What follows belongs to an exercise in optimizing a design on an open flow for small area; a production flow would make more cautious choices.
Only simulation tests tie the RTL to the original design; equivalence was not proved.
No activity file was given, so power comes from the tool's default toggle rates. The clock port is modelled as an ideal driver; clocking choices that lean on that would not hold on a real chip.

==> flow/design.v <==
package pio_regs_pkg;
  typedef struct packed {
    logic [15:0] int_part;
    logic [7:0]  frac;
    logic [7:0]  reserved;
  } pio_clkdiv_t;
  typedef struct packed {
    logic       exec_stalled;
    logic       side_en;
    logic       side_pindir;
    logic [4:0] jmp_pin;
    logic [4:0] out_en_sel;
    logic       inline_out_en;
    logic       out_sticky;
    logic [4:0] wrap_top;
    logic [4:0] wrap_bottom;
    logic [1:0] reserved;
    logic       status_sel;
    logic [3:0] status_n;
  } pio_execctrl_t;
  typedef struct packed {
    logic        fjoin_rx;
    logic        fjoin_tx;
    logic [4:0]  pull_thresh;
    logic [4:0]  push_thresh;
    logic        out_shiftdir;
    logic        in_shiftdir;
    logic        autopull;
    logic        autopush;
    logic [15:0] reserved;
  } pio_shiftctrl_t;
  typedef struct packed {
    logic [2:0] sideset_count;
    logic [2:0] set_count;
    logic [5:0] out_count;
    logic [4:0] in_base;
    logic [4:0] sideset_base;
    logic [4:0] set_base;
    logic [4:0] out_base;
  } pio_pinctrl_t;
  typedef union packed {
    pio_clkdiv_t             clkdiv;
    pio_execctrl_t           execctrl;
    pio_shiftctrl_t          shiftctrl;
    pio_pinctrl_t            pinctrl;
    logic [32-1:0]  raw;
  } pio_sm_word_u;
  typedef enum logic [3:0] {
    TGT_NONE,
    TGT_CTRL,
    TGT_IRQ,
    TGT_IMEM,
    TGT_CLKDIV,
    TGT_EXECCTRL,
    TGT_SHIFTCTRL,
    TGT_INSTR,
    TGT_PINCTRL
  } pio_target_e;
endpackage
`timescale 1ns/10ps
module pio_read_mux #(
  parameter int              N    = 1,
  parameter logic [N*32-1:0] MASK = '1
) (
  input  logic [N-1:0]    sel,
  input  logic [N*32-1:0] d,
  output logic [31:0]     y
);
  function automatic int count(input int b);
    count = 0;
    for (int r = 0; r < N; r++) count += MASK[r*32 + b];
  endfunction
  function automatic int nth(input int b, input int k);
    int c;
    c = 0;
    nth = 0;
    for (int r = 0; r < N; r++)
      if (MASK[r*32 + b]) begin
        if (c == k) nth = r;
        c++;
      end
  endfunction
  for (genvar b = 0; b < 32; b++) begin : g_bit
    localparam int C = count(b);
    localparam int G = C / 3;
    localparam int P = C - 3*G;
    logic [G-1:0] t;
    logic [P:0]   pa, pb;   
    for (genvar g = 0; g < G; g++) begin : g_grp
      localparam int R0 = nth(b, 3*g);
      localparam int R1 = nth(b, 3*g + 1);
      localparam int R2 = nth(b, 3*g + 2);
      pio_aoi222 u_aoi (
        .a1(sel[R0]), .b1(d[R0*32 + b]),
        .a2(sel[R1]), .b2(d[R1*32 + b]),
        .a3(sel[R2]), .b3(d[R2*32 + b]),
        .y(t[g]));
    end
    for (genvar k = 0; k < P; k++) begin : g_pair
      localparam int RK = nth(b, 3*G + k);
      assign pa[k] = sel[RK];
      assign pb[k] = d[RK*32 + b];
    end
    assign pa[P] = 1'b0;
    assign pb[P] = 1'b0;
    if (P == 0) begin : g_nand
      pio_nand_n #(.M(G)) u_or (.t(t), .y(y[b]));
    end else begin : g_tail
      pio_or_tail #(.M(G), .P(P)) u_or (.t(t), .a(pa[P-1:0]), .b(pb[P-1:0]), .y(y[b]));
    end
  end
endmodule
module pio_aoi222 (
  input  logic a1, b1, a2, b2, a3, b3,
  output logic y
);
  assign y = ~((a1 & b1) | (a2 & b2) | (a3 & b3));
endmodule
module pio_or_tail #(
  parameter int M = 2,
  parameter int P = 1
) (
  input  logic [M-1:0] t,
  input  logic [P-1:0] a,
  input  logic [P-1:0] b,
  output logic         y
);
  assign y = ~&t | |(a & b);
endmodule
module pio_nand_n #(
  parameter int M = 2
) (
  input  logic [M-1:0] t,
  output logic         y
);
  assign y = ~&t;
endmodule
`timescale 1ns/10ps
module pio_regs_top (
  input  logic                               clk,
  input  logic                               reset,
  input  logic                               sel,
  input  logic                               rw,
  input  logic [12-1:0]             addr,
  input  logic [32-1:0]             wdata,
  input  logic                               irq_set,
  input  logic [2:0]                         irq_index,
  input  logic                               irq_value,
  output logic [32-1:0]             rdata,
  output logic [4-1:0]           sm_enable,
  output logic [$clog2(32)-1:0] instr_waddr,
  output logic [16-1:0]            instr_wdata,
  output logic                               instr_we
);
  localparam int NF = 5;
  localparam logic [NF*32-1:0] MASKS = {
    32'hFFFF_FFFF, 32'h0000_FFFF, 32'hFFFF_0000,
    32'h7FFF_FF9F, 32'hFFFF_FF00
  };
  localparam logic [NF*32-1:0] RSTS = {
    32'h1400_0000, 32'h0, 32'h000C_0000,
    32'h0001_F000, 32'h0001_0000
  };
  localparam logic [NF*12-1:0] OFS = {
    12'h014, 12'h010, 12'h008,
    12'h004, 12'h000
  };
  localparam logic [6:0] W_CTRL = 7'(12'h000 >> 2);
  localparam logic [6:0] W_IRQ  = 7'(12'h030 >> 2);
  localparam logic [6:0] W_IMEM = 7'(12'h048 >> 2);
  localparam logic [6:0] W_SM   = 7'(12'h0C8 >> 2);
  logic        req_wr, req_rd, rst_pend;
  logic        req_ok;
  logic [6:0]  req_w;
  logic [31:0] wd;
  always_ff @(posedge clk or posedge reset) begin
    if (reset) begin
      req_wr   <= 1'b0;
      req_rd   <= 1'b0;
      rst_pend <= 1'b1;
      wd       <= '0;
    end else begin
      req_wr   <= sel & rw;
      req_rd   <= sel & ~rw;
      rst_pend <= 1'b0;
      wd       <= wdata;
    end
  end
  always_ff @(posedge clk) begin
    req_ok <= (addr[11:9] == 3'b000) && (addr[1:0] == 2'b00);
    req_w  <= addr[8:2];
  end
  logic [NF*4-1:0] hit;
  logic hit_ctrl, hit_irq, hit_imem;
  for (genvar r = 0; r < NF*4; r++) begin : g_hit
    localparam logic [6:0] WR = W_SM + 7'((r % 4) * (12'h018 >> 2)) + 7'(OFS[(r/4)*12 +: 12] >> 2);
    assign hit[r] = req_ok && (req_w == WR);
  end
  assign hit_ctrl = req_ok && (req_w == W_CTRL);
  assign hit_irq  = req_ok && (req_w == W_IRQ);
  assign hit_imem = req_ok && (req_w >= W_IMEM) && (req_w < W_IMEM + 7'(32));
  logic [NF*4*32-1:0] q;
  for (genvar m = 0; m < 4; m++) begin : g_sm
    for (genvar f = 0; f < NF; f++) begin : g_fld
      logic en;
      localparam int R = f*4 + m;
      assign en = (req_wr & hit[R]) | rst_pend;
      for (genvar b = 0; b < 32; b++) begin : g_bit
        if (MASKS[f*32+b]) begin : g_st
          always_ff @(posedge clk)
            if (en) q[R*32+b] <= wd[b] | (rst_pend & RSTS[f*32+b]);
        end else begin : g_zero
          assign q[R*32+b] = 1'b0;
        end
      end
    end
  end
  logic [3:0] ctrl_q;
  logic [7:0] irq_q;
  always_ff @(posedge clk or posedge reset) begin
    if (reset) begin
      ctrl_q   <= '0;
      irq_q    <= '0;
      instr_we <= 1'b0;
    end else begin
      instr_we <= req_wr & hit_imem;
      if (req_wr & hit_ctrl) ctrl_q <= wd[3:0];
      if (req_wr & hit_irq) irq_q <= wd[7:0];
      else if (irq_set) irq_q[irq_index] <= irq_value;
    end
  end
  assign sm_enable = ctrl_q;
  always_ff @(posedge clk) begin
    instr_waddr <= 5'(req_w - W_IMEM);
    instr_wdata <= wd[15:0];
  end
  logic [31:0] rd_word;
  function automatic logic [(NF*4+3)*32-1:0] rd_masks();
    for (int r = 0; r < NF*4; r++) rd_masks[r*32 +: 32] = MASKS[(r/4)*32 +: 32];
    rd_masks[NF*4*32 +: 96] = {32'hFFFF_FFFF, 32'h0000_00FF, 32'h0000_000F};
  endfunction
  pio_read_mux #(.N(NF*4 + 3), .MASK(rd_masks())) u_read_mux (
    .sel ({~req_rd, {(NF*4+2){req_rd}} & {hit_irq, hit_ctrl, hit}}),
    .d   ({rdata, 24'b0, irq_q, 28'b0, ctrl_q, q}),
    .y   (rd_word)
  );
  always_ff @(posedge clk or posedge reset) begin
    if (reset) rdata <= '0;
    else rdata <= rd_word;
  end
endmodule
==> flow/config.mk <==
export PLATFORM = sky130hd
export DESIGN_NAME = pio_regs_top
export DESIGN_NICKNAME = pio_regs_top
export VERILOG_FILES = /design/flow/design.v
export SDC_FILE = /design/flow/constraint.sdc
export NUM_CORES = 4
export LEC_CHECK = 0
export CAP_MARGIN = 20
export CORE_MARGIN = 2
export CORE_UTILIZATION = 75
export PLACE_DENSITY = 0.8
export SLEW_MARGIN = 20
export SYNTH_HIERARCHICAL = 1
export SYNTH_MINIMUM_KEEP_SIZE = 0
==> flow/constraint.sdc <==
create_clock -name core_clock -period 5.0 [get_ports {clk}]
set_input_delay 1.0000 -clock core_clock [delete_from_list [all_inputs] [get_ports {clk}]]
set_output_delay 1.0000 -clock core_clock [all_outputs]
set_load 0.01 [all_outputs]
standard.sh (not shown) runs the stock make flow with config.mk's settings and CLKGATE_MAP_FILE= SYNTH_SCRIPT=/design/flow/synth_recipe.tcl, a recipe that flattens the netlist after the stock synthesis.
==> flow/flow/run.sh <==
#!/bin/bash
# The standard layout (standard.sh, with its unchanged synthesis) with two changes:
# the port buffers use the smallest buffer cell, and CTS adds no dummy loads.
# The make output goes to make.log here; ORFS keeps each step's log under orfs/logs/.
set -euo pipefail
cd "$(dirname "$0")/.."
CTS="-sink_clustering_enable -repair_clock_nets -buf_list sky130_fd_sc_hd__clkbuf_16"
CTS="$CTS -sink_clustering_size 30 -sink_clustering_max_diameter 80 -dont_use_dummy_load"
bash standard.sh \
  "BUFFER_PORTS_ARGS=-buffer_cell sky130_fd_sc_hd__buf_1" \
  "CTS_ARGS=$CTS" \
  finish > make.log 2>&1
Change:
--- a/flow/flow/run.sh
+++ b/flow/flow/run.sh
@@ -6,3 +6,3 @@
 cd "$(dirname "$0")/.."
-CTS="-sink_clustering_enable -repair_clock_nets -buf_list sky130_fd_sc_hd__clkbuf_16"
+CTS="-sink_clustering_enable -repair_clock_nets -buf_list {sky130_fd_sc_hd__clkbuf_8 sky130_fd_sc_hd__clkbuf_16}"
 CTS="$CTS -sink_clustering_size 30 -sink_clustering_max_diameter 80 -dont_use_dummy_load"
=> The changed run went through all stages and came out clean. Worst hold slack does not change. Clock power barely changes. Non-clock buffer count stays the same. Final area does not change. Power does not change. Register-to-register slack barely changes. Via count does not change. Core utilization is unchanged.
Change:
--- a/flow/flow/run.sh
+++ b/flow/flow/run.sh
@@ -6,4 +6,4 @@
 cd "$(dirname "$0")/.."
-CTS="-sink_clustering_enable -repair_clock_nets -buf_list {sky130_fd_sc_hd__clkbuf_8 sky130_fd_sc_hd__clkbuf_16}"
-CTS="$CTS -sink_clustering_size 30 -sink_clustering_max_diameter 80 -dont_use_dummy_load"
+CTS="-sink_clustering_enable -repair_clock_nets -buf_list sky130_fd_sc_hd__clkbuf_8"
+CTS="$CTS -sink_clustering_size 18 -sink_clustering_max_diameter 50 -dont_use_dummy_load"
 bash standard.sh \
=> The new run completed without violations; count of clock-buffer cells in the layout is higher by 19; power is lower by about 0.64%; final area stays flat; global-route usage barely changes; worst setup slack degrades by 51 ps; routed wire length is lower by 0.90%; cell count is higher by about 1.3%.
Change:
--- a/flow/flow/run.sh
+++ b/flow/flow/run.sh
@@ -6,4 +6,4 @@
 cd "$(dirname "$0")/.."
-CTS="-sink_clustering_enable -repair_clock_nets -buf_list sky130_fd_sc_hd__clkbuf_8"
-CTS="$CTS -sink_clustering_size 18 -sink_clustering_max_diameter 50 -dont_use_dummy_load"
+CTS="-sink_clustering_enable -repair_clock_nets -buf_list \"sky130_fd_sc_hd__clkbuf_8 sky130_fd_sc_hd__clkbuf_16\""
+CTS="$CTS -sink_clustering_size 30 -sink_clustering_max_diameter 80 -dont_use_dummy_load"
 bash standard.sh \
After rerunning: This time the run ended with an error in clock tree synthesis (4_1_cts) with STA-0564; synthesized cell count stays the same; synthesized area stays the same.

[re-timing with driven ports]
No port has a modelled driver above. Below, the same layouts with a new extraction and two added sets of constraints. Step 1: set_driving_cell puts a clkbuf_16 on clk and a buf_2 on each other input, an assumption about the parent block. Step 2 adds t to the input delays and takes it off the output delays; t is the mean of the earliest and latest rising clock arrival at the registers after step 1. Input paths then give back, and output paths get back, about the clock's delay inside the block. a / b / c = ideal ports / drivers / drivers and shift; a / b = the first two.
| run | shift t [ns] | setup WS [ns] | hold slack, ns | latest minus earliest clock arrival (ns) |
|---|---|---|---|---|
| the first run | 0.582 | 1.774 / 1.774 / 1.774 | 0.487 / 0.487 / 0.487 | 0.055 / 0.055 |
| the second run | 0.582 | 1.774 / 1.774 / 1.774 | 0.487 / 0.487 / 0.487 | 0.055 / 0.055 |
| the third run | 0.618 | 1.723 / 1.723 / 1.723 | 0.481 / 0.463 / 0.481 | 0.050 / 0.050 |
After both steps setup and hold are still met in every run listed.
